From an optimization exercise on the open Yosys and OpenROAD flow, aimed at small area; shortcuts taken in it are not production practice.
Only simulation tests tie the RTL to the original design; equivalence was not proved.
Power is estimated from default activity; no workload was simulated.

<file path="design/flow/design.v">
package blackjackPkg;
    typedef logic [4-1:0] cardValue_t;     
    typedef logic [6-1:0] handTotal_t;
endpackage
`timescale 1ns/10ps
module cardDeck (
    input  logic                     clock,
    input  logic                     resetar,
    input  logic                     advance,
    input  logic [5:0]               shuffleSeed,
    output logic [5:0]               dealIndex,
    output blackjackPkg::cardValue_t topCard     
);
    logic [5:0] seed;
    logic [9:0] addr;
    logic [3:0] card;
    always_ff @(posedge clock) begin
        if (resetar) seed <= (shuffleSeed == 6'd0) ? 6'b001011 : shuffleSeed;
    end
    always_ff @(posedge clock) begin
        if (resetar)      dealIndex <= 6'd11;
        else if (advance) dealIndex <= dealIndex + 1'b1;
    end
    assign addr = {seed, dealIndex[3:0]};
    logic n15, n16, n17, n18, n19, n20, n21, n22, n23, n24, n25, n26;
    logic n27, n28, n29, n30, n31, n32, n33, n34, n35, n36, n37, n38;
    logic n39, n40, n41, n42, n43, n44, n45, n46, n47, n48, n49, n50;
    logic n51, n52, n53, n54, n55, n56, n57, n58, n59, n60, n61, n62;
    logic n63, n64, n65, n66, n67, n68, n69, n70, n71, n72, n73, n74;
    logic n75, n76, n77, n78, n79, n80, n81, n82, n83, n84, n85, n86;
    logic n87, n88, n89, n90, n91, n92, n93, n94, n95, n96, n97, n98;
    logic n99, n100, n101, n102, n103, n104, n105, n106, n107, n108, n109, n110;
    logic n111, n112, n113, n114, n115, n116, n117, n118, n119, n120, n121, n122;
    logic n123, n124, n125, n126, n127, n128, n129, n130, n131, n132, n133, n134;
    logic n135, n136, n137, n138, n139, n140, n141, n142, n143, n144, n145, n146;
    logic n147, n148, n149, n150, n151, n152, n153, n154, n155, n156, n157, n158;
    logic n159, n160, n161, n162, n163, n164, n165, n166, n167, n168, n169, n170;
    logic n171, n172, n173, n174, n175, n176, n177, n178, n179, n180, n181, n182;
    logic n183, n184, n185, n186, n187, n188, n189, n190, n191, n192, n193, n194;
    logic n195, n196, n197, n198, n199, n200, n201, n202, n203, n204, n205, n206;
    logic n207, n208, n209, n210, n211, n212, n213, n214, n215, n216, n217, n218;
    logic n219, n220, n221, n222, n223, n224, n225, n226, n227, n228, n229, n230;
    logic n231, n232, n233, n234, n235, n236, n237, n238, n239, n240, n241, n242;
    logic n243, n244, n245, n246, n247, n248, n249, n250, n251, n252, n253, n254;
    logic n255, n256, n257, n258, n259, n260, n261, n262, n263, n264, n265, n266;
    logic n267, n268, n269, n270, n271, n272, n273, n274, n275, n276, n277, n278;
    logic n279, n280, n281, n282, n283, n284, n285, n286, n287, n288, n289, n290;
    logic n291, n292, n293, n294, n295, n296, n297, n298, n299, n300, n301, n302;
    logic n303, n304, n305, n306, n307, n308, n309, n310, n311, n312, n313, n314;
    logic n315, n316, n317, n318, n319, n320, n321, n322, n323, n324, n325, n326;
    logic n327, n328, n329, n330, n331, n332, n333, n334, n335, n336, n337, n338;
    logic n339, n341, n342, n343, n344, n345, n346, n347, n348, n349, n350, n351;
    logic n352, n353, n354, n355, n356, n357, n358, n359, n360, n361, n362, n363;
    logic n364, n365, n366, n367, n368, n369, n370, n371, n372, n373, n374, n375;
    logic n376, n377, n378, n379, n380, n381, n382, n383, n384, n385, n386, n387;
    logic n388, n389, n390, n391, n392, n393, n394, n395, n396, n397, n398, n399;
    logic n400, n401, n402, n403, n404, n405, n406, n407, n408, n409, n410, n411;
    logic n412, n413, n414, n415, n416, n417, n418, n419, n420, n421, n422, n423;
    logic n424, n425, n426, n427, n428, n429, n430, n431, n432, n433, n434, n435;
    logic n436, n437, n438, n439, n440, n441, n443, n444, n445, n446, n447, n448;
    logic n449, n450, n451, n452, n453, n454, n455, n456, n457, n458, n459, n460;
    logic n461, n462, n463, n464, n465, n466, n467, n468, n469, n470, n471, n472;
    logic n473, n474, n475, n476, n477, n478, n479, n480, n481, n482, n483, n484;
    logic n486, n487, n488, n489, n490, n491, n492, n493, n494, n495, n496, n497;
    logic n498, n499, n500, n501, n502, n503, n504, n505, n506, n507, n508, n509;
    logic n510, n511, n512;
    assign n15 = ~addr[5] & addr[6];
    assign n16 = ~addr[4] & ~addr[7];
    assign n17 = addr[4] & addr[5];
    assign n18 = addr[4] & addr[7];
    assign n19 = ~addr[6] & ~addr[8];
    assign n20 = addr[6] & addr[8];
    assign n21 = ~n19 & ~n20;
    assign n22 = n18 & ~n21;
    assign n23 = addr[7] & ~addr[9];
    assign n24 = ~addr[1] & addr[8];
    assign n25 = addr[0] & ~addr[8];
    assign n26 = ~n24 & ~n25;
    assign n27 = n23 & n26;
    assign n28 = ~n22 & n27;
    assign n29 = addr[0] & addr[1];
    assign n30 = ~addr[7] & ~addr[8];
    assign n31 = addr[9] & n30;
    assign n32 = n29 & n31;
    assign n33 = ~n28 & ~n32;
    assign n34 = n17 & ~n33;
    assign n35 = addr[4] & ~addr[6];
    assign n36 = ~addr[1] & addr[2];
    assign n37 = n35 & n36;
    assign n38 = ~addr[7] & n37;
    assign n39 = addr[4] & addr[6];
    assign n40 = ~addr[6] & n16;
    assign n41 = ~n39 & ~n40;
    assign n42 = addr[1] & ~n41;
    assign n43 = ~n38 & ~n42;
    assign n44 = addr[7] & addr[8];
    assign n45 = ~n30 & ~n44;
    assign n46 = addr[7] & addr[9];
    assign n47 = ~addr[7] & ~addr[9];
    assign n48 = ~n46 & ~n47;
    assign n49 = ~addr[0] & ~addr[5];
    assign n50 = addr[0] & addr[5];
    assign n51 = ~n49 & ~n50;
    assign n52 = n48 & n51;
    assign n53 = n45 & n52;
    assign n54 = ~n43 & n53;
    assign n55 = ~n34 & ~n54;
    assign n56 = addr[1] & ~addr[8];
    assign n57 = ~addr[9] & ~n56;
    assign n58 = ~addr[4] & addr[5];
    assign n59 = addr[1] & addr[8];
    assign n60 = n58 & ~n59;
    assign n61 = addr[5] & ~addr[6];
    assign n62 = ~addr[0] & ~addr[2];
    assign n63 = n61 & n62;
    assign n64 = ~n60 & n63;
    assign n65 = n57 & n64;
    assign n66 = addr[0] & ~addr[6];
    assign n67 = ~addr[4] & ~addr[9];
    assign n68 = addr[2] & n67;
    assign n69 = n66 & n68;
    assign n70 = ~addr[4] & ~addr[5];
    assign n71 = ~n17 & ~n70;
    assign n72 = addr[6] & addr[9];
    assign n73 = n29 & n72;
    assign n74 = ~n71 & n73;
    assign n75 = ~n69 & ~n74;
    assign n76 = ~n65 & n75;
    assign n77 = ~n45 & ~n76;
    assign n78 = ~addr[0] & addr[6];
    assign n79 = ~n66 & ~n78;
    assign n80 = addr[8] & n18;
    assign n81 = ~n16 & ~n80;
    assign n82 = ~n45 & n81;
    assign n83 = ~n79 & n82;
    assign n84 = ~addr[4] & addr[6];
    assign n85 = n25 & n84;
    assign n86 = ~n83 & ~n85;
    assign n87 = ~addr[5] & ~addr[9];
    assign n88 = ~addr[2] & n87;
    assign n89 = addr[1] & n88;
    assign n90 = ~n86 & n89;
    assign n91 = ~n77 & ~n90;
    assign n92 = n55 & n91;
    assign n93 = addr[8] & ~addr[9];
    assign n94 = ~addr[1] & n93;
    assign n95 = ~n17 & n56;
    assign n96 = ~n94 & ~n95;
    assign n97 = ~addr[7] & ~n96;
    assign n98 = addr[5] & ~addr[8];
    assign n99 = ~addr[5] & addr[8];
    assign n100 = ~n98 & ~n99;
    assign n101 = ~addr[1] & n46;
    assign n102 = n71 & n101;
    assign n103 = ~n100 & n102;
    assign n104 = ~n97 & ~n103;
    assign n105 = ~addr[6] & ~n104;
    assign n106 = ~addr[1] & n70;
    assign n107 = ~n20 & ~n106;
    assign n108 = ~n24 & n47;
    assign n109 = ~n107 & n108;
    assign n110 = ~addr[2] & ~addr[9];
    assign n111 = ~addr[4] & ~addr[8];
    assign n112 = ~n110 & n111;
    assign n113 = addr[5] & addr[9];
    assign n114 = addr[1] & n113;
    assign n115 = n112 & ~n114;
    assign n116 = ~n17 & ~n87;
    assign n117 = n56 & ~n116;
    assign n118 = ~n70 & n94;
    assign n119 = ~n117 & ~n118;
    assign n120 = ~n115 & n119;
    assign n121 = addr[6] & addr[7];
    assign n122 = addr[4] & ~addr[8];
    assign n123 = ~addr[5] & n122;
    assign n124 = ~n121 & ~n123;
    assign n125 = ~n120 & ~n124;
    assign n126 = ~n109 & ~n125;
    assign n127 = ~n105 & n126;
    assign n128 = n29 & n127;
    assign n129 = n92 & n128;
    assign n130 = addr[2] & ~addr[7];
    assign n131 = ~addr[0] & ~n130;
    assign n132 = addr[9] & ~n131;
    assign n133 = ~addr[0] & ~addr[1];
    assign n134 = ~n47 & ~n133;
    assign n135 = ~n132 & n134;
    assign n136 = addr[6] & n135;
    assign n137 = addr[2] & ~addr[8];
    assign n138 = n133 & n137;
    assign n139 = ~n136 & ~n138;
    assign n140 = ~n129 & n139;
    assign n141 = n16 & ~n140;
    assign n142 = ~addr[5] & ~n141;
    assign n143 = ~n15 & ~n142;
    assign n144 = ~addr[8] & n23;
    assign n145 = ~addr[2] & ~n144;
    assign n146 = addr[7] & ~addr[8];
    assign n147 = addr[2] & addr[9];
    assign n148 = ~n146 & n147;
    assign n149 = ~n29 & ~n148;
    assign n150 = addr[4] & ~n149;
    assign n151 = ~n145 & n150;
    assign n152 = ~addr[4] & n23;
    assign n153 = addr[8] & addr[9];
    assign n154 = ~n152 & ~n153;
    assign n155 = n62 & ~n154;
    assign n156 = n23 & n24;
    assign n157 = n155 & n156;
    assign n158 = ~addr[1] & addr[7];
    assign n159 = ~n130 & ~n158;
    assign n160 = n24 & n159;
    assign n161 = n132 & n160;
    assign n162 = ~n157 & ~n161;
    assign n163 = ~n151 & n162;
    assign n164 = ~n143 & n163;
    assign n165 = ~addr[0] & addr[4];
    assign n166 = ~n24 & n165;
    assign n167 = ~addr[5] & ~n166;
    assign n168 = addr[0] & addr[2];
    assign n169 = ~n31 & ~n156;
    assign n170 = n168 & ~n169;
    assign n171 = ~addr[2] & ~n29;
    assign n172 = n135 & n171;
    assign n173 = ~n170 & ~n172;
    assign n174 = n122 & ~n173;
    assign n175 = ~n167 & ~n174;
    assign n176 = ~n164 & ~n175;
    assign n177 = ~addr[6] & ~addr[7];
    assign n178 = addr[9] & n177;
    assign n179 = ~n165 & ~n178;
    assign n180 = ~n46 & ~n121;
    assign n181 = ~n179 & n180;
    assign n182 = ~n111 & ~n181;
    assign n183 = ~addr[2] & ~addr[8];
    assign n184 = ~n15 & ~n61;
    assign n185 = n23 & ~n184;
    assign n186 = ~n183 & n185;
    assign n187 = ~n182 & n186;
    assign n188 = addr[1] & n46;
    assign n189 = n58 & ~n159;
    assign n190 = n57 & ~n189;
    assign n191 = ~n188 & ~n190;
    assign n192 = n111 & ~n191;
    assign n193 = addr[1] & ~addr[5];
    assign n194 = n80 & n193;
    assign n195 = ~n192 & ~n194;
    assign n196 = ~n187 & n195;
    assign n197 = ~addr[0] & ~n196;
    assign n198 = ~addr[4] & addr[7];
    assign n199 = ~addr[1] & n198;
    assign n200 = ~addr[0] & n24;
    assign n201 = ~n58 & ~n200;
    assign n202 = ~n199 & n201;
    assign n203 = ~n60 & n132;
    assign n204 = ~n202 & n203;
    assign n205 = ~addr[2] & addr[7];
    assign n206 = n70 & n205;
    assign n207 = ~n189 & ~n206;
    assign n208 = n93 & ~n133;
    assign n209 = ~n207 & n208;
    assign n210 = n29 & n98;
    assign n211 = n48 & n210;
    assign n212 = ~addr[2] & n47;
    assign n213 = addr[0] & ~addr[5];
    assign n214 = n212 & n213;
    assign n215 = ~addr[6] & ~n214;
    assign n216 = ~n211 & n215;
    assign n217 = ~n209 & n216;
    assign n218 = ~n204 & n217;
    assign n219 = ~n197 & n218;
    assign n220 = ~n44 & ~n110;
    assign n221 = ~addr[0] & addr[1];
    assign n222 = ~n220 & ~n221;
    assign n223 = ~addr[2] & n133;
    assign n224 = n220 & ~n223;
    assign n225 = ~n222 & ~n224;
    assign n226 = addr[0] & ~n81;
    assign n227 = ~n120 & n226;
    assign n228 = ~n225 & ~n227;
    assign n229 = n58 & ~n228;
    assign n230 = ~addr[4] & n72;
    assign n231 = ~n130 & ~n226;
    assign n232 = n98 & ~n231;
    assign n233 = addr[6] & ~n232;
    assign n234 = ~n230 & ~n233;
    assign n235 = ~n29 & ~n177;
    assign n236 = addr[4] & addr[9];
    assign n237 = ~n68 & ~n236;
    assign n238 = ~n235 & ~n237;
    assign n239 = ~addr[0] & ~addr[9];
    assign n240 = n45 & n239;
    assign n241 = ~n238 & ~n240;
    assign n242 = ~addr[2] & n17;
    assign n243 = ~n241 & n242;
    assign n244 = ~n18 & n93;
    assign n245 = ~addr[9] & n85;
    assign n246 = ~n25 & ~n239;
    assign n247 = n35 & ~n246;
    assign n248 = ~n245 & ~n247;
    assign n249 = addr[2] & ~addr[5];
    assign n250 = ~n114 & ~n249;
    assign n251 = ~n248 & ~n250;
    assign n252 = ~addr[9] & n19;
    assign n253 = addr[2] & n20;
    assign n254 = ~n252 & ~n253;
    assign n255 = ~addr[0] & n58;
    assign n256 = ~n254 & n255;
    assign n257 = n73 & n123;
    assign n258 = ~n256 & ~n257;
    assign n259 = ~n251 & n258;
    assign n260 = addr[7] & ~n259;
    assign n261 = ~addr[6] & addr[7];
    assign n262 = ~n18 & ~n19;
    assign n263 = ~n261 & ~n262;
    assign n264 = addr[4] & addr[8];
    assign n265 = ~addr[2] & n264;
    assign n266 = addr[4] & n137;
    assign n267 = ~n155 & ~n266;
    assign n268 = addr[1] & ~addr[6];
    assign n269 = ~n267 & n268;
    assign n270 = n142 & ~n269;
    assign n271 = n16 & n78;
    assign n272 = ~addr[4] & ~n62;
    assign n273 = addr[1] & ~n272;
    assign n274 = ~n182 & n273;
    assign n275 = addr[6] & ~addr[8];
    assign n276 = ~n24 & ~n275;
    assign n277 = n205 & ~n276;
    assign n278 = n132 & ~n277;
    assign n279 = n238 & ~n278;
    assign n280 = ~n72 & n168;
    assign n281 = n198 & n280;
    assign n282 = ~n279 & ~n281;
    assign n283 = ~n274 & n282;
    assign n284 = n100 & ~n283;
    assign n285 = n47 & n111;
    assign n286 = addr[1] & n285;
    assign n287 = ~n18 & n29;
    assign n288 = n153 & n287;
    assign n289 = ~n286 & ~n288;
    assign n290 = n284 & ~n289;
    assign n291 = ~n271 & ~n290;
    assign n292 = ~n135 & n183;
    assign n293 = ~n93 & ~n147;
    assign n294 = ~n292 & n293;
    assign n295 = ~n291 & n294;
    assign n296 = addr[1] & ~addr[9];
    assign n297 = ~n66 & ~n121;
    assign n298 = n184 & ~n297;
    assign n299 = ~n29 & ~n298;
    assign n300 = addr[8] & ~n58;
    assign n301 = ~n299 & n300;
    assign n302 = n39 & n301;
    assign n303 = ~n22 & ~n83;
    assign n304 = ~n302 & n303;
    assign n305 = n296 & ~n304;
    assign n306 = n40 & n93;
    assign n307 = n84 & n144;
    assign n308 = ~n306 & ~n307;
    assign n309 = n68 & ~n308;
    assign n310 = ~n111 & n147;
    assign n311 = n30 & ~n35;
    assign n312 = n310 & n311;
    assign n313 = addr[5] & ~n312;
    assign n314 = ~n309 & n313;
    assign n315 = ~n305 & n314;
    assign n316 = ~n295 & n315;
    assign n317 = ~n270 & ~n316;
    assign n318 = addr[5] & n212;
    assign n319 = n39 & n318;
    assign n320 = n230 & n249;
    assign n321 = ~addr[2] & n236;
    assign n322 = ~addr[5] & n261;
    assign n323 = n321 & n322;
    assign n324 = ~n320 & ~n323;
    assign n325 = ~n256 & n324;
    assign n326 = ~n319 & n325;
    assign n327 = ~addr[8] & n133;
    assign n328 = ~n326 & n327;
    assign n329 = addr[8] & n113;
    assign n330 = ~n296 & ~n329;
    assign n331 = n280 & ~n330;
    assign n332 = ~n70 & n188;
    assign n333 = n47 & n106;
    assign n334 = ~n332 & ~n333;
    assign n335 = n20 & n62;
    assign n336 = ~n334 & n335;
    assign n337 = ~n331 & ~n336;
    assign n338 = ~n328 & n337;
    assign n339 = ~n260 & n338;
    assign card[3] = n317 | ~n339;
    assign n341 = n265 & ~card[3];
    assign n342 = ~n112 & n261;
    assign n343 = ~n341 & n342;
    assign n344 = n49 & ~n343;
    assign n345 = ~addr[3] & n113;
    assign n346 = n104 & ~n345;
    assign n347 = n223 & ~n346;
    assign n348 = n130 & n296;
    assign n349 = ~n170 & ~n348;
    assign n350 = ~n347 & n349;
    assign n351 = n39 & ~n350;
    assign n352 = ~addr[1] & addr[6];
    assign n353 = ~n80 & n310;
    assign n354 = ~addr[9] & ~n18;
    assign n355 = ~addr[7] & ~n183;
    assign n356 = n354 & ~n355;
    assign n357 = ~n353 & ~n356;
    assign n358 = n352 & ~n357;
    assign n359 = n56 & ~n237;
    assign n360 = n265 & n296;
    assign n361 = n37 & n93;
    assign n362 = ~n261 & ~n361;
    assign n363 = ~n360 & n362;
    assign n364 = ~n359 & n363;
    assign n365 = ~n358 & n364;
    assign n366 = n344 & ~n365;
    assign n367 = addr[9] & n36;
    assign n368 = ~n185 & ~n367;
    assign n369 = n301 & ~n368;
    assign n370 = n62 & ~n308;
    assign n371 = ~n369 & ~n370;
    assign n372 = n19 & n46;
    assign n373 = n20 & n240;
    assign n374 = ~n372 & ~n373;
    assign n375 = ~addr[4] & n36;
    assign n376 = ~n374 & n375;
    assign n377 = n124 & n311;
    assign n378 = ~addr[1] & n137;
    assign n379 = ~n354 & n378;
    assign n380 = n185 & n379;
    assign n381 = ~n377 & ~n380;
    assign n382 = addr[0] & n378;
    assign n383 = ~n381 & n382;
    assign n384 = ~n376 & ~n383;
    assign n385 = n371 & n384;
    assign n386 = ~n366 & n385;
    assign n387 = ~n351 & n386;
    assign n388 = n344 & ~n387;
    assign n389 = ~n263 & ~n388;
    assign n390 = n24 & n165;
    assign n391 = n57 & ~n390;
    assign n392 = ~n389 & n391;
    assign n393 = ~addr[0] & ~n35;
    assign n394 = n44 & ~n393;
    assign n395 = n39 & ~n44;
    assign n396 = addr[9] & ~n26;
    assign n397 = ~n395 & n396;
    assign n398 = ~n394 & n397;
    assign n399 = ~n392 & ~n398;
    assign n400 = n249 & ~n399;
    assign n401 = ~n260 & ~n400;
    assign n402 = n244 & ~n401;
    assign n403 = ~n243 & ~n402;
    assign n404 = ~n234 & n403;
    assign n405 = ~n229 & n404;
    assign n406 = ~n16 & n193;
    assign n407 = ~n332 & n406;
    assign n408 = ~n49 & ~n407;
    assign n409 = n230 & n344;
    assign n410 = n155 & n409;
    assign n411 = ~n301 & ~n379;
    assign n412 = ~n347 & n411;
    assign n413 = ~n410 & n412;
    assign n414 = ~n408 & ~n413;
    assign n415 = addr[7] & n137;
    assign n416 = addr[1] & ~addr[7];
    assign n417 = ~n158 & ~n416;
    assign n418 = n278 & n417;
    assign n419 = ~n415 & ~n418;
    assign n420 = ~addr[4] & n213;
    assign n421 = ~n419 & n420;
    assign n422 = ~n414 & ~n421;
    assign n423 = n405 & n422;
    assign n424 = ~n219 & ~n423;
    assign n425 = ~n68 & ~n88;
    assign n426 = n275 & ~n425;
    assign n427 = addr[2] & addr[5];
    assign n428 = ~n35 & n153;
    assign n429 = ~n427 & n428;
    assign n430 = n184 & n429;
    assign n431 = ~n426 & ~n430;
    assign n432 = addr[0] & ~n431;
    assign n433 = ~n409 & ~n432;
    assign n434 = ~n417 & ~n433;
    assign n435 = ~addr[3] & ~n48;
    assign n436 = ~n72 & ~n87;
    assign n437 = n390 & ~n436;
    assign n438 = n435 & n437;
    assign n439 = ~n434 & ~n438;
    assign n440 = ~n284 & n439;
    assign n441 = ~n424 & n440;
    assign card[0] = n176 | ~n441;
    assign n443 = ~n55 & n321;
    assign n444 = ~n249 & n285;
    assign n445 = ~n204 & ~n444;
    assign n446 = ~n443 & n445;
    assign n447 = addr[6] & ~n446;
    assign n448 = ~addr[6] & n67;
    assign n449 = ~n39 & ~n448;
    assign n450 = n407 & n449;
    assign n451 = ~n230 & ~n450;
    assign n452 = n146 & ~n451;
    assign n453 = n31 & n35;
    assign n454 = ~n70 & n153;
    assign n455 = ~n249 & n261;
    assign n456 = n454 & n455;
    assign n457 = addr[0] & ~n456;
    assign n458 = ~n453 & n457;
    assign n459 = ~n452 & n458;
    assign n460 = ~n447 & n459;
    assign n461 = n48 & n395;
    assign n462 = n62 & ~n461;
    assign n463 = ~addr[0] & addr[2];
    assign n464 = ~n394 & n463;
    assign n465 = addr[1] & ~n464;
    assign n466 = ~n462 & n465;
    assign n467 = ~n460 & n466;
    assign n468 = ~n43 & n148;
    assign n469 = addr[4] & ~n160;
    assign n470 = ~n468 & n469;
    assign n471 = addr[6] & n378;
    assign n472 = ~addr[4] & ~n277;
    assign n473 = ~n471 & n472;
    assign n474 = ~n269 & n473;
    assign n475 = n113 & ~n474;
    assign n476 = ~n470 & n475;
    assign n477 = n46 & n249;
    assign n478 = ~n318 & ~n477;
    assign n479 = ~n122 & ~n352;
    assign n480 = ~n276 & n479;
    assign n481 = ~n478 & n480;
    assign n482 = ~n476 & ~n481;
    assign n483 = ~addr[0] & ~n482;
    assign n484 = n387 & ~n483;
    assign card[1] = n467 | ~n484;
    assign n486 = n268 & n463;
    assign n487 = n45 & n486;
    assign n488 = n141 & n483;
    assign n489 = ~n487 & ~n488;
    assign n490 = ~n153 & ~n489;
    assign n491 = n62 & ~n127;
    assign n492 = n31 & n165;
    assign n493 = n292 & n492;
    assign n494 = n226 & n367;
    assign n495 = n246 & n415;
    assign n496 = n289 & ~n495;
    assign n497 = ~n494 & n496;
    assign n498 = ~n493 & n497;
    assign n499 = n184 & ~n498;
    assign n500 = n97 & n373;
    assign n501 = ~addr[0] & ~n222;
    assign n502 = n448 & ~n501;
    assign n503 = n144 & n165;
    assign n504 = n30 & n66;
    assign n505 = ~n503 & ~n504;
    assign n506 = ~n502 & n505;
    assign n507 = ~n500 & n506;
    assign n508 = n427 & ~n507;
    assign n509 = ~n499 & ~n508;
    assign n510 = n92 & n509;
    assign n511 = ~n491 & n510;
    assign n512 = ~n490 & n511;
    assign card[2] = n400 | ~n512;
    assign topCard = card;
endmodule
`timescale 1ns/10ps
module blackjackTable (
    input  logic                      clock,
    input  logic                      resetar,
    input  logic                      hitCard,
    input  logic                      standHand,
    input  logic [5:0]                dealIndex,
    input  blackjackPkg::cardValue_t  topCard,
    output logic                      advance,       
    output logic                      tableReady,
    output logic                      winLed,
    output logic                      lossLed,
    output logic                      pushLed,
    output blackjackPkg::handTotal_t  playerTotal,
    output blackjackPkg::handTotal_t  dealerTotal,
    output logic                      hold
);
    localparam logic [3:0] AUTO = 4'b0000, PTURN = 4'b0001, PHIT = 4'b0011, DTURN = 4'b0100,
                           DHIT = 4'b0110, SETTLE = 4'b0101,
                           HOLDWIN = 4'b1001, HOLDLOSS = 4'b1010, HOLDPUSH = 4'b1100;
    logic [3:0] state, nextState;
    logic       autoRun, hit, firstDeal, toPlayer, toDealer;
    logic       playerBust, dealerDraws;
    assign hold      = state[3];
    assign autoRun   = (state == AUTO);
    assign hit       = !state[3] && state[1];   
    assign firstDeal = autoRun && (dealIndex[5:2] == 4'd0);
    assign toPlayer  = (firstDeal && (dealIndex[1] == dealIndex[0])) || (hit && !state[2]);
    assign toDealer  = (firstDeal && (dealIndex[1] != dealIndex[0])) || (hit && state[2]);
    assign advance   = autoRun || hit;
    assign tableReady = autoRun && (dealIndex == 6'd63);
    assign playerBust  = playerTotal[5] && (playerTotal[4] || playerTotal[3] || playerTotal[2] || playerTotal[1]);
    assign dealerDraws = !dealerTotal[5] && (!dealerTotal[4] || (!dealerTotal[3] && !(dealerTotal[2] && dealerTotal[1] && dealerTotal[0])));
    logic settleWin, settleLoss;
    logic s15, s16, s17, s18, s19, s20, s21, s22, s23, s24, s26, s27;
    logic s28, s29, s30, s31;
    assign s15 = ~dealerTotal[1] & ~dealerTotal[2];
    assign s16 = ~dealerTotal[3] & s15;
    assign s17 = playerTotal[3] & playerTotal[4];
    assign s18 = dealerTotal[4] & ~s17;
    assign s19 = ~s16 & ~s18;
    assign s20 = ~playerTotal[5] & ~s19;
    assign s21 = playerTotal[4] & dealerTotal[3];
    assign s22 = ~s16 & ~s21;
    assign s23 = playerTotal[0] & ~dealerTotal[0];
    assign s24 = ~s22 & ~s23;
    assign settleWin = ~s20 & ~s24;
    assign s26 = ~playerTotal[0] & dealerTotal[0];
    assign s27 = playerTotal[1] & playerTotal[2];
    assign s28 = playerTotal[4] & s27;
    assign s29 = s22 & s28;
    assign s30 = s20 & ~s29;
    assign s31 = ~s26 & ~s30;
    assign settleLoss = ~settleWin & ~s31;
    blackjackPkg::handTotal_t addIn, addOut;
    logic carry;
    assign addIn = toPlayer ? playerTotal : dealerTotal;
    logic a14, a15, a17, a18, a19, a20, a21, a22, a23, a24, a25, a26;
    logic a27, a28, a29, a30, a31, a32, a33, a34, a35, a36, a37, a38;
    logic a39, a40, a41, a42, a43, a45, a46, a49, a50, a51, a52, a53;
    logic a54, a55;
    assign a14 = addIn[0] & topCard[0];
    assign a15 = ~addIn[0] & ~topCard[0];
    assign addOut[0] = ~a14 & ~a15;
    assign a17 = addIn[1] & topCard[1];
    assign a18 = addIn[2] & topCard[2];
    assign a19 = ~addIn[3] & ~topCard[3];
    assign a20 = ~a18 & a19;
    assign a21 = ~addIn[1] & ~topCard[1];
    assign a22 = ~a17 & ~a21;
    assign a23 = ~a20 & a22;
    assign a24 = a20 & ~a22;
    assign a25 = ~a23 & ~a24;
    assign a26 = ~a17 & ~a25;
    assign a27 = ~addIn[2] & ~topCard[2];
    assign a28 = a17 & a27;
    assign a29 = a14 & ~a28;
    assign a30 = ~a26 & a29;
    assign a31 = ~a18 & ~a27;
    assign a32 = ~a20 & a21;
    assign a33 = ~a31 & a32;
    assign a34 = a31 & ~a32;
    assign a35 = ~a33 & ~a34;
    assign a36 = a30 & ~a35;
    assign a37 = ~a17 & a34;
    assign a38 = addIn[3] & topCard[3];
    assign a39 = ~a28 & ~a38;
    assign a40 = ~a37 & a39;
    assign a41 = a36 & ~a40;
    assign a42 = ~a30 & a40;
    assign a43 = ~a35 & a42;
    assign addOut[3] = a41 | a43;
    assign a45 = ~a14 & ~a25;
    assign a46 = ~a30 & ~a45;
    assign addOut[1] = ~addOut[3] & a46;
    assign addOut[2] = ~a36 & ~a42;
    assign a49 = a20 & ~a36;
    assign a50 = ~addOut[3] & ~a49;
    assign a51 = ~topCard[1] & ~addOut[3];
    assign a52 = ~addIn[3] & ~a51;
    assign a53 = topCard[0] & ~topCard[3];
    assign a54 = ~topCard[2] & ~a53;
    assign a55 = ~a52 & a54;
    assign carry = a50 | a55;
    assign addOut[4] = addIn[4] ^ carry;
    assign addOut[5] = addIn[5] ^ (addIn[4] & carry);
    always_comb begin
        nextState = state;
        case (state)
            AUTO:   if (dealIndex == 6'd3) nextState = PTURN;
            PTURN: begin
                if (playerBust)     nextState = HOLDLOSS;
                else if (hitCard)   nextState = PHIT;
                else if (standHand) nextState = DTURN;
            end
            PHIT:   nextState = PTURN;
            DTURN:  nextState = dealerDraws ? DHIT : SETTLE;
            DHIT:   nextState = DTURN;
            SETTLE: begin
                if (settleWin)       nextState = HOLDWIN;
                else if (settleLoss) nextState = HOLDLOSS;
                else                 nextState = HOLDPUSH;
            end
            default: nextState = state;   
        endcase
    end
    always_ff @(posedge clock) begin
        if (resetar) begin
            state       <= AUTO;
            playerTotal <= '0;
            dealerTotal <= '0;
        end else begin
            state <= nextState;
            if (toPlayer) playerTotal <= addOut;
            if (toDealer) dealerTotal <= addOut;
        end
    end
    assign winLed  = hold && state[0];
    assign lossLed = hold && state[1];
    assign pushLed = hold && state[2];
endmodule
`timescale 1ns/10ps
module scoreDisplay (
    input  blackjackPkg::handTotal_t total,
    output logic [13:0]              digits
);
    logic n22, n23, n24, n26, n27, n28, n29;
    assign n22 = ~total[0] & ~total[1];
    assign n23 = total[0] & total[1];
    assign n24 = total[2] & ~n23;
    assign digits[1] = ~n22 & n24;
    assign n26 = ~total[3] & ~digits[1];
    assign n27 = total[1] & ~total[2];
    assign n28 = n26 & ~n27;
    assign n29 = ~total[1] & total[2];
    assign digits[4] = total[0] | n29;
    assign digits[3] = n28 & digits[4];
    assign digits[0] = ~total[1] & digits[3];
    assign digits[2] = ~total[0] & n27;
    assign digits[5] = ~n22 & n26;
    assign digits[6] = n28 & ~n29;
    assign digits[7] = total[4] & ~total[5];
    assign digits[9] = ~total[4] & total[5];
    assign digits[12] = total[4] | total[5];
    assign digits[8] = 1'b0;
    assign digits[13] = ~total[5];
    assign digits[10] = digits[7];
    assign digits[11] = total[4];
endmodule
module dealerDisplay (
    input  blackjackPkg::handTotal_t total,
    input  logic                     shown,
    output logic [13:0]              digits
);
    logic n23, n24, n26, n27, n28, n29, n30, n31, n34, n36, n38;
    assign n23 = ~total[1] & total[2];
    assign n24 = ~total[0] & ~n23;
    assign digits[4] = shown & ~n24;
    assign n26 = total[1] & ~total[2];
    assign n27 = ~total[2] & ~total[3];
    assign n28 = total[0] & total[1];
    assign n29 = ~n27 & ~n28;
    assign n30 = ~n26 & ~n29;
    assign n31 = total[0] & ~n30;
    assign digits[3] = digits[4] & ~n31;
    assign digits[0] = ~total[1] & digits[3];
    assign n34 = total[2] & shown;
    assign digits[1] = ~digits[3] & n34;
    assign n36 = shown & n26;
    assign digits[2] = ~total[0] & n36;
    assign n38 = ~n23 & digits[3];
    assign digits[5] = n36 | n38;
    assign digits[6] = ~shown | n30;
    assign digits[7] = total[4] & shown;
    assign digits[9] = total[5] & shown;
    assign digits[12] = digits[7] | digits[9];
    assign digits[8] = 1'b0;
    assign digits[13] = ~digits[9];
    assign digits[10] = digits[7];
    assign digits[11] = digits[7];
endmodule
`timescale 1ns/10ps
module blackjackTop (
    input  logic                     clock,
    input  logic                     resetar,
    input  logic                     hitCard,
    input  logic                     standHand,
    input  logic [5:0]               shuffleSeed,
    output logic                     tableReady,
    output logic                     winLed,
    output logic                     lossLed,
    output logic                     pushLed,
    output logic [13:0]              playerDigits,
    output logic [13:0]              dealerDigits
);
    blackjackPkg::cardValue_t  topCard;
    blackjackPkg::handTotal_t  playerTotal;
    blackjackPkg::handTotal_t  dealerTotal;
    logic        hold;
    logic [5:0]  dealIndex;
    logic        advance;
    cardDeck deck (
        .clock       (clock),
        .resetar     (resetar),
        .advance     (advance),
        .shuffleSeed (shuffleSeed),
        .dealIndex   (dealIndex),
        .topCard     (topCard)
    );
    blackjackTable table0 (
        .clock       (clock),
        .resetar     (resetar),
        .hitCard     (hitCard),
        .standHand   (standHand),
        .dealIndex   (dealIndex),
        .topCard     (topCard),
        .advance     (advance),
        .tableReady  (tableReady),
        .winLed      (winLed),
        .lossLed     (lossLed),
        .pushLed     (pushLed),
        .playerTotal (playerTotal),
        .dealerTotal (dealerTotal),
        .hold        (hold)
    );
    scoreDisplay playerDisplay (.total(playerTotal), .digits(playerDigits));
    dealerDisplay dealerDisplay0 (.total(dealerTotal), .shown(hold), .digits(dealerDigits));
endmodule
</file>
<file path="design/flow/flow/run.sh">
#!/bin/bash
# Own layout flow: the standard synthesis, then the combinational logic is
# mapped again for area (flow/resynth.tcl; the flip-flops keep their names and
# cells), then the standard layout from the floorplan on.
set -euo pipefail
W=$PWD
R=$W/orfs/results/$FLOW_PLATFORM/blackjackTop/base
YOSYS=$(command -v yosys || echo "$FLOW_HOME/../tools/install/yosys/bin/yosys")

bash standard.sh synth > $W/synth.log 2>&1
cp $R/1_2_yosys.v $W/standard_synth.v

LIBERTY=$FLOW_HOME/platforms/$FLOW_PLATFORM/lib/sky130_fd_sc_hd__tt_025C_1v80.lib \
NETLIST_IN=$W/standard_synth.v NETLIST_OUT=$W/resynth.v TOP=$FLOW_TOP \
ABC_SCRIPT=$W/flow/area.script \
  $YOSYS -c $W/flow/resynth.tcl > $W/resynth.log 2>&1

cp $W/resynth.v $R/1_2_yosys.v
rm -f $R/1_synth.odb $R/1_synth.sdc
# Port buffers: the smallest buffer (the ports see light loads and the
# timing has slack to spare). Clock tree: small clock buffers, no dummy loads.
bash standard.sh \
  "BUFFER_PORTS_ARGS=-buffer_cell sky130_fd_sc_hd__buf_1" \
  "CTS_ARGS=-sink_clustering_enable -repair_clock_nets -buf_list sky130_fd_sc_hd__clkbuf_8 -dont_use_dummy_load" \
  finish > $W/layout.log 2>&1
</file>
<file path="design/flow/flow/area.script">
strash; dch; amap; mfs2 -a; strash; dch; amap; topo
</file>
<file path="design/flow/flow/resynth.tcl">
# Re-map the standard synthesis's combinational logic for area. The
# flip-flop instances (their names and cell types) stay exactly as they are.
yosys -import
set lib $::env(LIBERTY)
read_liberty -ignore_miss_func $lib
read_verilog $::env(NETLIST_IN)
hierarchy -top $::env(TOP)
set seq {}
foreach m [tee -q -s result.string select -list-mod A:*] { }
foreach m [split [tee -q -s result.string ls] "\n"] {
  set m [string trim $m]
  if {[regexp {^sky130_fd_sc_hd__(df|edf|sdf|sedf|dl|sdl|einv|ebuf)} $m]} { lappend seq $m }
}
puts "sequential/kept cell modules: $seq"
foreach m $seq { setattr -mod -set keep_hierarchy 1 $m }
flatten
opt_clean
stat
abc -liberty $lib -dont_use *lpflow* -dont_use *probe* -script $::env(ABC_SCRIPT)
splitnets
opt_clean -purge
hilomap -singleton -hicell sky130_fd_sc_hd__conb_1 HI -locell sky130_fd_sc_hd__conb_1 LO
insbuf -buf sky130_fd_sc_hd__buf_1 A X
setattr -mod -unset keep_hierarchy
foreach m $seq { blackbox $m }
select blackjackTop
stat -liberty $lib
write_verilog -noattr -noexpr -nohex -nodec -selected $::env(NETLIST_OUT)
</file>
<file path="design/flow/standard.sh">
#!/bin/bash
# synth_recipe.tcl (not shown) runs the flow's synth.tcl, then flattens the netlist and writes it again
# the make line also repeats each setting of config.mk as NAME=value (left out here)
make -C /OpenROAD-flow-scripts/flow DESIGN_CONFIG=/design/flow/config.mk WORK_HOME=/design/flow/orfs CLKGATE_MAP_FILE= SYNTH_SCRIPT=/design/flow/synth_recipe.tcl "${@:-finish}"
</file>
<file path="design/flow/config.mk">
export PLATFORM = sky130hd
export DESIGN_NAME = blackjackTop
export DESIGN_NICKNAME = blackjackTop
export VERILOG_FILES = /design/flow/design.v
export SDC_FILE = /design/flow/constraint.sdc
export NUM_CORES = 4
export LEC_CHECK = 0
export ABC_AREA = 1
export CAP_MARGIN = 20
export CELL_PAD_IN_SITES_DETAIL_PLACEMENT = 1
export CORE_MARGIN = 2
export CORE_UTILIZATION = 25
export SLEW_MARGIN = 20
</file>
<file path="design/flow/constraint.sdc">
create_clock -name core_clock -period 12.0 [get_ports {clock}]
set_input_delay 2.4000 -clock core_clock [delete_from_list [all_inputs] [get_ports {clock}]]
set_output_delay 2.4000 -clock core_clock [all_outputs]
set_load 0.01 [all_outputs]
</file>
==> run notes, run 1 <==
Total of max-cap violations: 0. Clock latency on the worst-skew pair, taken at its later pin, is 0.27 ns. In this run the clock root is driven by a sky130_fd_sc_hd__clkbuf_8. Detailed routing inserted a total of 4716 vias. Gates resized during post-CTS repair numbered 0. Setup repair after global routing left no endpoint under its margin. The tightest min-delay check is of the register to register type. The slowest stage of the critical path is the sky130_fd_sc_hd__nor2_1 cell.

After detailed routing, the number of remaining DRC violations is 0. The congestion estimate from routability-driven global placement came to 1.08. The core region is 12600 sq um. For the instance area after placement, the log shows 3610 sq um. After detailed routing, the total wire length is 16.4 mm. Hold repair after CTS inserted 0 buffers. During placement, the flow inserted port buffers numbering 39. The mean instance size in the synthesized netlist was 5.85 sq um; the largest net degree at the start of global routing was 22. The highest net fanout along the worst path is 17.

Number of violations reported at the end of detailed-routing iteration 0: 531. The H-tree depth reported by CTS was 1. TritonCTS built the clock tree.

The maximum single-stage delay on the critical path came out at 0.75 ns. The static leakage came out at 0.00109 uW. Clock slew at the register clock pins of the worst setup and hold paths: 0.09 ns. The share of layout cells above drive strength 1 came out at 1.85%. The logs give 0 for the post-detailed-route count of antenna-violating nets and 0 for the post-CTS setup buffer count. The antenna diode count was 0. Relative to the synthesized area, the layout overhead comes to 13.8%.

For the pin with the worst max-slew slack, the measured transition is 1.08 ns. The via density per instance came out at 6.16. STA classifies the critical path startpoint as a register. Before CTS, the worst setup slack after placement is 4.42 ns. The post-synthesis instance total is 549, and the number of antenna violations at the first check in global routing is 0. The placed wire-length estimate after detailed placement is 12.5 mm, and the area of the die is 13800 sq um. The clock net in this run drives a total of 28 sinks. The logs give 3 for the number of buffers added by the clock tree synthesis step and 7.97 ns for the critical path arrival. The number of nets in the layout was 606; the global-route wire length before repair was 25.4 mm. The minimum clock period after layout works out to 7.81 ns.

The number of buffers on the longest clock path is 2. The die height is 117 microns, and the normalized max-slew margin is 27.5%. The synthesis warning total came out at 2. Across every metal layer, demand over resource in global routing totals 23.0%. Data on the critical path is required at its endpoint by 12.16 ns. For the final core utilization, the log shows 29.1%.

Between clock sinks in the finished design, the worst skew comes to 0.00376 ns. By startpoint and endpoint, the worst setup path is classified as register to register. The wire length per cell after detailed routing works out to 21.4 microns. Measured along the x axis, the die boundary spans 117 microns. The count of boundary I/O pins is 42. Setup violations remaining at the end of the flow were counted as 0. In this run the core area contains 41 standard-cell rows. The worst-case IR drop observed on VDD is 0.110 mV.

The tools report the aggregate negative setup slack as 0 ns. The run gives 4.19 ns as the post-route worst setup slack. The initial utilization of the core area, before any placement, comes to 25.5%. Dividing the final minimum period by the clock period gives 65.1%.

The final cell area excluding filler cells is 3650 sq um, and the final-layout worst hold slack is 0.487 ns. The total power divided by cell area came out at 218 nW/um^2. The worst setup path is captured at a register.

The logs give 0 for the residual overflow from global routing and 0 for the number of pins with negative max-slew slack in the final report. The run finished with no timing, DRC or antenna violations. For the number of failing hold endpoints at the final stage, the log shows 0.

The run gives 0.128 GHz as the maximum clock frequency. The via count of the first global-routing pass is 4591. The first detailed-routing pass ran for 5 iterations. The post-synthesis instance area was 3210 sq um.
-- path summary, 6_finish.rpt --
path	start	cells after the start	slack, ns	to
min	deck.dealIndex[4]$_SDFFE_PP0P_	1	0.49	deck.dealIndex[4]$_SDFFE_PP0P_
max reg2reg	deck.dealIndex[0]$_SDFFE_PP1P_	32	4.19	table0.playerTotal[5]$_SDFFE_PP0N_
min reg2reg	deck.dealIndex[4]$_SDFFE_PP0P_	1	0.49	deck.dealIndex[4]$_SDFFE_PP0P_
max	deck.dealIndex[0]$_SDFFE_PP1P_	32	4.19	table0.playerTotal[5]$_SDFFE_PP0N_
-- critical path, delay by kind of cell, from the launching register on --
family	cells	cell delay (ns)
AOI/OAI and AO/OA	17	3.25
DFF	1	0.34
buffers and inverters	3	1.18
and+or+nand+nor	12	2.94
-- metrics by stage --
stage               power [uW]  std cells
floorplan                  530        550
global placement           730        763
detailed placement         728        763
CTS                        780        766
global route               858        766
finish                     797        766
-- sequential cells by signal (all words and copies together), names as in the netlist --
register            cells
table0.dealerTotal      6
table0.state            4
deck.dealIndex          6
deck.seed               6
table0.playerTotal      6
-- final cells by class --
type	count	area [sq um]
Sequential cell	28	621
Fill cell	1687	8910
Multi-Input combinational cell	449	2320
Tap cell	172	215
Timing Repair Buffer	47	206
Inverter	67	251
Clock buffer	3	41.3
-- where the power goes --
| part | internal (uW) | switching [uW] |
|---|---|---|
| sequential | 122 | 31.6 |
| clock | 22.5 | 27.5 |
| combinational | 170 | 424 |
| total | 314 | 483 |
-- layout by cell type (no fill, tap or decap), drive strengths merged, types with 4 or more instances in the layout --
master,instances
a31oi,14
dfxtp,22
clkinv,67
o21ai,53
nand3,11
nor3,42
buf,47
nand2,44
a2111oi,6
a221oi,6
or3,8
a22oi,5
o21a,8
a211oi,8
o221ai,4
or2,6
a21oi,37
o32ai,4
o22ai,14
nor2,132
nor4,13
edfxtp,6
-- routing by layer --
layer / part of all wire, % / GRT usage (%) / vias up
li1: - / - / 2085
met1: 40 / 30.2 / 2187
met2: 43 / 35.1 / 345
met3: 11 / 4.18 / 99
met4: 6.7 / 13.7 / 0
met5: 0 / 0 / -
==> inputs of run 2 (changes only) <==
--- a/design/flow/config.mk
+++ b/design/flow/config.mk
@@ -10,4 +10,5 @@
 export CELL_PAD_IN_SITES_DETAIL_PLACEMENT = 1
 export CORE_MARGIN = 2
 export CORE_UTILIZATION = 25
+export GPL_TIMING_DRIVEN = 0
 export SLEW_MARGIN = 20
==> run 2 against run 1 <==
Routed wire length down 5.2%. Synthesized cell count unchanged. Core utilization down 0.24 points. First-iteration DRC count down 29%. Combinational power down 8.8%. Worst hold slack better by 0.010 ns. Clock-buffer cell count unchanged. Critical endpoint is now table0.dealerTotal[5]$_SDFFE_PP0P_. Largest cell class unchanged.
==> run notes, run 2 <==
The run finished with no timing, DRC or antenna violations. The slack of the worst reg-to-reg path is 2.62 ns (was 4.19 ns). The routed via count came out at 4613 (was 4716). The worst min-delay path endpoint is deck.dealIndex[4]$_SDFFE_PP0P_ (unchanged). The post-detailed-route count of antenna-violating nets was 0 (unchanged). The share of layout cells above drive strength 1 is 0.676% (was 1.85%), and the detailed-route DRC error count is 0 (unchanged).

The hold path startpoint was deck.dealIndex[4]$_SDFFE_PP0P_ (unchanged). The run gives 13800 sq um (unchanged) as the area of the die. Number of failing hold endpoints at the final stage: 0 (unchanged). The clock tree root driver cell was sky130_fd_sc_hd__clkbuf_8 (unchanged). The data required time of the worst path is 12.17 ns (was 12.16 ns).

The number of cells traversed by the worst register-to-register path came out at 32 (unchanged). The final clock skew was 0.00153 ns (was 0.00376 ns). The via count of the first global-routing pass was 4582 (was 4591); the placed wire-length estimate after detailed placement was 11.6 mm (was 12.5 mm). The class of the most critical setup path is register to register (unchanged).

The critical register-to-register path startpoint was deck.dealIndex[1]$_SDFFE_PP1P_ (was deck.dealIndex[0]$_SDFFE_PP1P_). The logs give 2 (unchanged) for the number of buffers on the longest clock path and 28.2% (was 30.2%) for the met1 capacity usage during global routing. The run gives 2.77% (was 4.18%) as the met3 layer usage reported by global route. The wire length per cell after detailed routing was 20.3 microns (was 21.4 microns); the critical path arrival was 9.55 ns (was 7.97 ns). The clock slew at the register clock pins of the worst setup and hold paths is 0.09 ns (about the same). The logs give 604 (was 606) for the number of nets in the layout and 23 (was 22) for the largest net degree at the start of global routing. The number of cells on the worst hold path was 1 (unchanged); the worst-margin pin slew was 1.03 ns (was 1.08 ns). The met2 routing resource usage after global routing is 34.8% (was 35.1%). The highest net fanout along the worst path was 22 (was 17); the antenna diode count was 0 (unchanged). Latest clock arrival within the worst-skew pair: 0.28 ns (was 0.27 ns). The final setup violation count is 0 (unchanged). The die extent in x works out to 117 microns (unchanged). TritonCTS built the clock tree. The run gives 24.6 mm (was 25.4 mm) as the global-route wire length before repair. The post-cts resize count was 0 (unchanged); the total power divided by cell area was 217 nW/um^2 (was 218 nW/um^2). Commonest non-fill, non-tap cell in the layout: sky130_fd_sc_hd__nor2_1 (unchanged). The logs give 15.5 mm (was 16.4 mm) for the routed wire length and 3580 sq um (was 3610 sq um) for the instance area after placement. Number of input and output port buffers inserted: 39 (unchanged). Largest delay contributor family on the critical path: compound AO/OA/AOI/OAI gates (unchanged).

The number of violations reported at the end of detailed-routing iteration 0 is 376 (was 531). The logs give 0.00107 uW (was 0.00109 uW) for the static leakage and 28 (unchanged) for the clock sink total. The run gives 41 (unchanged) as the site row count. The tools report the number of antenna violations at the first check in global routing as 0 (unchanged).

The tools report the aggregate negative setup slack as 0 ns (unchanged). The tools report the number of buffers added by the clock tree synthesis step as 3 (unchanged). Setup repair after global routing left no endpoint under its margin. The initial standard-cell utilization of the core is 25.5% (unchanged). The run gives 0 (unchanged) as the number of pins with negative max-slew slack in the final report. The normalized max-slew margin was 31.2% (was 27.5%). Routability-driven placement congestion ratio: 1.10 (was 1.08).

H-tree depth reported by CTS: 1 (unchanged). The post-synthesis instance total is 549 (unchanged), and the via density per instance is 6.04 (was 6.16). Category of the worst setup path launch point: a register (unchanged). Highest-count cells in the layout ignoring fill and taps: sky130_fd_sc_hd__nor2_1, sky130_fd_sc_hd__clkinv_1, sky130_fd_sc_hd__o21ai_0 (unchanged).

The post-synthesis instance area was 3210 sq um (unchanged); the mean instance size in the synthesized netlist was 5.85 sq um (unchanged). The overall routing resource usage was 21.8% (was 23.0%); the residual overflow from global routing was 0 (unchanged). The tools report the end of the worst register-to-register path as table0.dealerTotal[5]$_SDFFE_PP0P_ (was table0.playerTotal[5]$_SDFFE_PP0N_). Total of max-cap violations: 0 (unchanged). For the synthesis warning total, the log shows 2 (unchanged).

The signed area change from the synthesized netlist to the final layout came out at 12.9% (was 13.8%). Category of the worst setup path capture point: a register (unchanged). The die height works out to 117 microns (unchanged). The post-CTS setup buffer count was 0 (unchanged); the core region area was 12600 sq um (unchanged).

For the number of buffers inserted for hold repair after clock tree synthesis, the log shows 0 (unchanged). The final worst-path cycle share is 78.1% (was 65.1%). The iteration count of the initial detailed-routing pass was 5 (unchanged). The count of boundary I/O pins was 42 (unchanged); the maximum single-stage delay on the critical path was 1.01 ns (was 0.75 ns).

The minimum clock period after layout came out at 9.38 ns (was 7.81 ns). The tools report the layout filler cell count as 1689 (was 1687). The worst IR drop on VDD was 0.0944 mV (was 0.110 mV).

The number of buffers and inverters on the critical path is 3 (unchanged). The maximum clock frequency is 0.107 GHz (was 0.128 GHz). The busiest layer in global routing was met2 (unchanged).

The class of the tightest hold or removal check was register to register (unchanged). The tools report the final cell area excluding filler cells as 3620 sq um (was 3650 sq um). The cell with the biggest individual delay on the critical path was sky130_fd_sc_hd__dfxtp_1 (was sky130_fd_sc_hd__nor2_1).
run 2: routing by layer:
metal  routed length [microns]  share of wire, %
met1                      6350                41
met3                      1410               9.1
met5                         0                 0
met4                      1000               6.5
met2                      6740                43
run 2: worst max-delay path by stage:
stage                                               from                            endpoint  slack (ns)  cells past startpoint
final                     deck.dealIndex[1]$_SDFFE_PP1P_  table0.dealerTotal[5]$_SDFFE_PP0P_        2.62                     32
after global routing      deck.dealIndex[1]$_SDFFE_PP1P_  table0.dealerTotal[5]$_SDFFE_PP0P_        2.13                     35
after CTS                 deck.dealIndex[1]$_SDFFE_PP1P_  table0.dealerTotal[5]$_SDFFE_PP0P_        3.02                     32
after detailed placement  deck.dealIndex[1]$_SDFFE_PP1P_  table0.dealerTotal[5]$_SDFFE_PP0P_        3.05                     32
after global placement    deck.dealIndex[1]$_SDFFE_PP1P_  table0.playerTotal[5]$_SDFFE_PP0N_        3.15                     32
after floorplan               deck.seed[3]$_SDFFCE_PN1P_  table0.playerTotal[5]$_SDFFE_PP0N_        5.87                     37
run 2: final cells by class:
cell class / instances / area [sq um] / area share [%]
multi-input combinational: 449 / 2330 / 64.2
sequential: 28 / 621 / 17.1
inverter: 67 / 251 / 6.94
tap: 172 / 215 / 5.94
timing repair buffer: 39 / 146 / 4.04
clock buffer: 3 / 41.3 / 1.14
buffer: 6 / 22.5 / 0.621
run 2: report_power, final:
part           switching (uW)  internal (uW)
sequential               68.8            122
clock                    29.6           22.6
combinational             379            163
total                     478            307
run 2: per-stage QoR:
stage | worst slack (ns) | total power, uW | instances | hold WS (ns) | util (%)
3_5_place_dp | 3.05 | 711 | 761 | 0.488 | 28.5
3_3_place_gp | 3.15 | 702 | 761 | 0.463 | 28.5
6_report | 2.62 | 785 | 764 | 0.497 | 28.8
5_1_grt | 2.13 | 846 | 764 | 0.536 | 28.8
4_1_cts | 3.02 | 765 | 764 | 0.500 | 28.8
2_1_floorplan | 5.87 | 530 | 550 | 0.438 | -
==> inputs of run 3 (changes only) <==
--- a/design/flow/flow/run.sh
+++ b/design/flow/flow/run.sh
@@ -21,5 +21,5 @@
 # timing has slack to spare). Clock tree: small clock buffers, no dummy loads.
 bash standard.sh \
   "BUFFER_PORTS_ARGS=-buffer_cell sky130_fd_sc_hd__buf_1" \
-  "CTS_ARGS=-sink_clustering_enable -repair_clock_nets -buf_list sky130_fd_sc_hd__clkbuf_8 -dont_use_dummy_load" \
+  "CTS_ARGS=-sink_clustering_enable -repair_clock_nets -buf_list sky130_fd_sc_hd__clkbuf_16 -sink_clustering_size 30 -sink_clustering_max_diameter 500 -dont_use_dummy_load" \
   finish > $W/layout.log 2>&1
==> run 3 against run 2 <==
Largest power group unchanged. Global-route usage is 0.26 points higher. Core utilization increased by 0.27 points. Synthesized cell count is the same. Still clean. Largest cell class unchanged. Routed wire length rose by 0.85%. Sequential share of layout area shrank 0.16 points. Clock skew about the same. Synthesized area stayed put.
==> run notes, run 3 <==
The via density per instance works out to 6.10 (was 6.04). For the net switching power of the design, the log shows 481 uW (was 478 uW). Layout filler cell count: 1691 (was 1689). The tools report the critical register-to-register path startpoint as deck.dealIndex[1]$_SDFFE_PP1P_ (unchanged).

The wire length per cell after detailed routing is 20.5 microns (was 20.3 microns). The class of the tightest hold or removal check was register to register (unchanged). The tools report the routed via count as 4657 (was 4613). Setup repair after global routing left no endpoint under its margin. Via count of the first global-routing pass: 4586 (was 4582). The worst slack at placement was 3.05 ns (unchanged). Final clock skew: 0.00160 ns (was 0.00153 ns). The total instance count after detailed placement was 761 (unchanged).

The run gives 0 (unchanged) as the number of buffers inserted for hold repair after clock tree synthesis. The run finished with no timing, DRC or antenna violations. The die extent in x was 117 microns (unchanged).

The logs give 0 (unchanged) for the post-cts resize count and 12600 sq um (unchanged) for the core region area. For the synthesis warning total, the log shows 2 (unchanged). Highest-count cells in the layout ignoring fill and taps: sky130_fd_sc_hd__nor2_1, sky130_fd_sc_hd__clkinv_1, sky130_fd_sc_hd__o21ai_0 (unchanged). The number of buffers added by the clock tree synthesis step is 3 (unchanged), and the largest net degree at the start of global routing is 23 (unchanged).

The class of the most critical setup path was register to register (unchanged). The category of the worst setup path capture point is a register (unchanged). Routability-driven placement congestion ratio: 1.10 (unchanged). The die height works out to 117 microns (unchanged).

Signed area change from the synthesized netlist to the final layout: 14.0% (was 12.9%). The tools report the iteration count of the initial detailed-routing pass as 5 (unchanged). The mean instance size in the synthesized netlist was 5.85 sq um (unchanged).

Static leakage: 0.00108 uW (was 0.00107 uW). First element of the critical path: deck.dealIndex[1]$_SDFFE_PP1P_ (unchanged). The number of antenna violations at the first check in global routing is 0 (unchanged), and the number of buffers on the longest clock path is 2 (unchanged). The normalized max-slew margin is 30.3% (was 31.2%), and the worst-margin pin slew is 1.04 ns (was 1.03 ns).

The global-route wire length before repair was 24.8 mm (was 24.6 mm); the placed wire-length estimate after detailed placement was 11.6 mm (unchanged). Highest net fanout along the worst path: 22 (unchanged). Aggregate negative setup slack: 0 ns (unchanged). The fraction of power consumed by combinational cells is 66.9% (was 69.1%), and the final worst-path cycle share is 78.3% (was 78.1%). The overall power consumption was 811 uW (was 785 uW). Commonest non-fill, non-tap cell in the layout: sky130_fd_sc_hd__nor2_1 (unchanged). The minimum clock period after layout works out to 9.40 ns (was 9.38 ns). The number of pins with negative max-slew slack in the final report came out at 0 (unchanged).

The critical path arrival came out at 9.56 ns (was 9.55 ns). The run gives 0.106 GHz (was 0.107 GHz) as the maximum clock frequency. The overall routing resource usage is 22.0% (was 21.8%), and the initial standard-cell utilization of the core is 25.5% (unchanged).

The logs give 9.5% (was 6.7%) for the share of total power in the clock network and 42 (unchanged) for the count of boundary I/O pins. Maximum single-stage delay on the critical path: 1.01 ns (about the same). The tools report the number of nets in the layout as 604 (unchanged). The share of layout cells above drive strength 1 was 0.676% (unchanged). TritonCTS built the clock tree.

The data required time of the worst path came out at 12.16 ns (was 12.17 ns). The run gives 538 (was 376) as the number of violations reported at the end of detailed-routing iteration 0. The non-filler instance count after layout is 764 (unchanged). The H-tree depth reported by CTS is 1 (unchanged), and the total of max-cap violations is 0 (unchanged). The total power divided by cell area came out at 222 nW/um^2 (was 217 nW/um^2).

Category of the worst setup path launch point: a register (unchanged). The latest clock arrival within the worst-skew pair is 0.27 ns (was 0.28 ns), and the sequential group share of total power is 23.6% (was 24.3%). The site row count was 41 (unchanged).

The cell with the biggest individual delay on the critical path was sky130_fd_sc_hd__dfxtp_1 (unchanged). The clock tree root driver cell is sky130_fd_sc_hd__clkbuf_16 (was sky130_fd_sc_hd__clkbuf_8). The number of input and output port buffers inserted works out to 39 (unchanged).

The run gives 0 (unchanged) as the number of failing hold endpoints at the final stage. The switching part of the total power was 59.4% (was 60.8%). The run gives 15.6 mm (was 15.5 mm) as the routed wire length. The clock slew at the register clock pins of the worst setup and hold paths is 0.07 ns (was 0.09 ns), and the worst IR drop on VDD is 0.121 mV (was 0.0944 mV). The logs give 3210 sq um (unchanged) for the post-synthesis instance area and 0 (unchanged) for the detailed-route DRC error count. The internal power contribution is 329 uW (was 307 uW). The tools report the area of the die as 13800 sq um (unchanged). The hold path startpoint is deck.dealIndex[4]$_SDFFE_PP0P_ (unchanged). The post-detailed-route count of antenna-violating nets is 0 (unchanged), and the post-route worst setup slack is 2.60 ns (was 2.62 ns). The tools report the residual overflow from global routing as 0 (unchanged).

For the final setup violation count, the log shows 0 (unchanged). The post-CTS setup buffer count was 0 (unchanged); the post-synthesis instance total was 549 (unchanged). The antenna diode count is 0 (unchanged).

The tools report the clock sink total as 28 (unchanged).
==> run 3: final timing paths <==
| path | slack (ns) | end | cells past startpoint |
|---|---|---|---|
| worst max-delay path | 2.60 | table0.dealerTotal[5]$_SDFFE_PP0P_ | 32 |
| worst min-delay path | 0.49 | deck.dealIndex[4]$_SDFFE_PP0P_ | 1 |
| worst max register to register | 2.60 | table0.dealerTotal[5]$_SDFFE_PP0P_ | 32 |
| worst min register to register | 0.49 | deck.dealIndex[4]$_SDFFE_PP0P_ | 1 |
==> run 3: critical path: cells and delay by family, from the launching register on <==
family | cells | cell delay, ns
buffers and inverters | 3 | 1.48
AND/OR/NAND/NOR | 12 | 3.33
flip-flops | 1 | 1.01
AO/OA/AOI/OAI | 17 | 3.47
==> run 3: stage by stage <==
step / utilization [%] / hold slack (ns) / cell area, sq um
2_1_floorplan: - / 0.438 / 3210
3_3_place_gp: 28.5 / 0.463 / 3580
3_5_place_dp: 28.5 / 0.488 / 3580
4_1_cts: 29.0 / 0.496 / 3650
5_1_grt: 29.1 / 0.531 / 3660
6_report: 29.1 / 0.494 / 3660
==> run 3: area by class of cell <==
type                    instances  area, sq um  share of cell area [%]
plain buffers                   6         22.5                   0.616
clock buffers                   3         75.1                    2.05
inverters                      67          251                    6.87
multi-input cells             449         2330                    63.6
flip-flops and latches         28          621                    17.0
well taps                     172          215                    5.88
repair buffers                 39          146                    4.00
==> run 3: per-layer routing <==
metal	share of wire, %	track usage (%)
met5	0	0
met4	5.9	13.6
met1	40	28.2
met3	10	2.72
met2	44	35.3
==> run 3: power by group through the flow <==
stage	registers, uW	clock network [uW]	logic (uW)
after CTS	187	79.4	525
after global placement	189	0	513
after detailed placement	189	0	522
after floorplan	162	0	369
final	191	77.1	542
after global routing	193	81.1	599

## re-timing with driven ports
Ports are ideal in the flow. The routed layouts listed here were re-timed in OpenROAD.
Step 1 sets driving cells, clkbuf_16 on the clock port and buf_2 on the other inputs (assumed; they add their load-dependent delay and slew).
Step 2 moves the port delays by t, midway between the first and last clock arrival at a register: inputs arrive t later, outputs are due t later. That takes back most of the time a late clock gives input paths.
Three values: ideal ports, drivers, drivers and shift; two values: the first two.
run	t, ns	setup slack, ns	worst register clock-pin slew, ns	worst slew at a driven data input, ns
run 1	0.296	4.187 / 4.187 / 4.187	0.09 / 0.09	0.03
run 2	0.306	2.623 / 2.623 / 2.623	0.09 / 0.09	0.03
run 3	0.299	2.600 / 2.600 / 2.600	0.07 / 0.07	0.03
After both steps setup and hold are still met in every run listed.
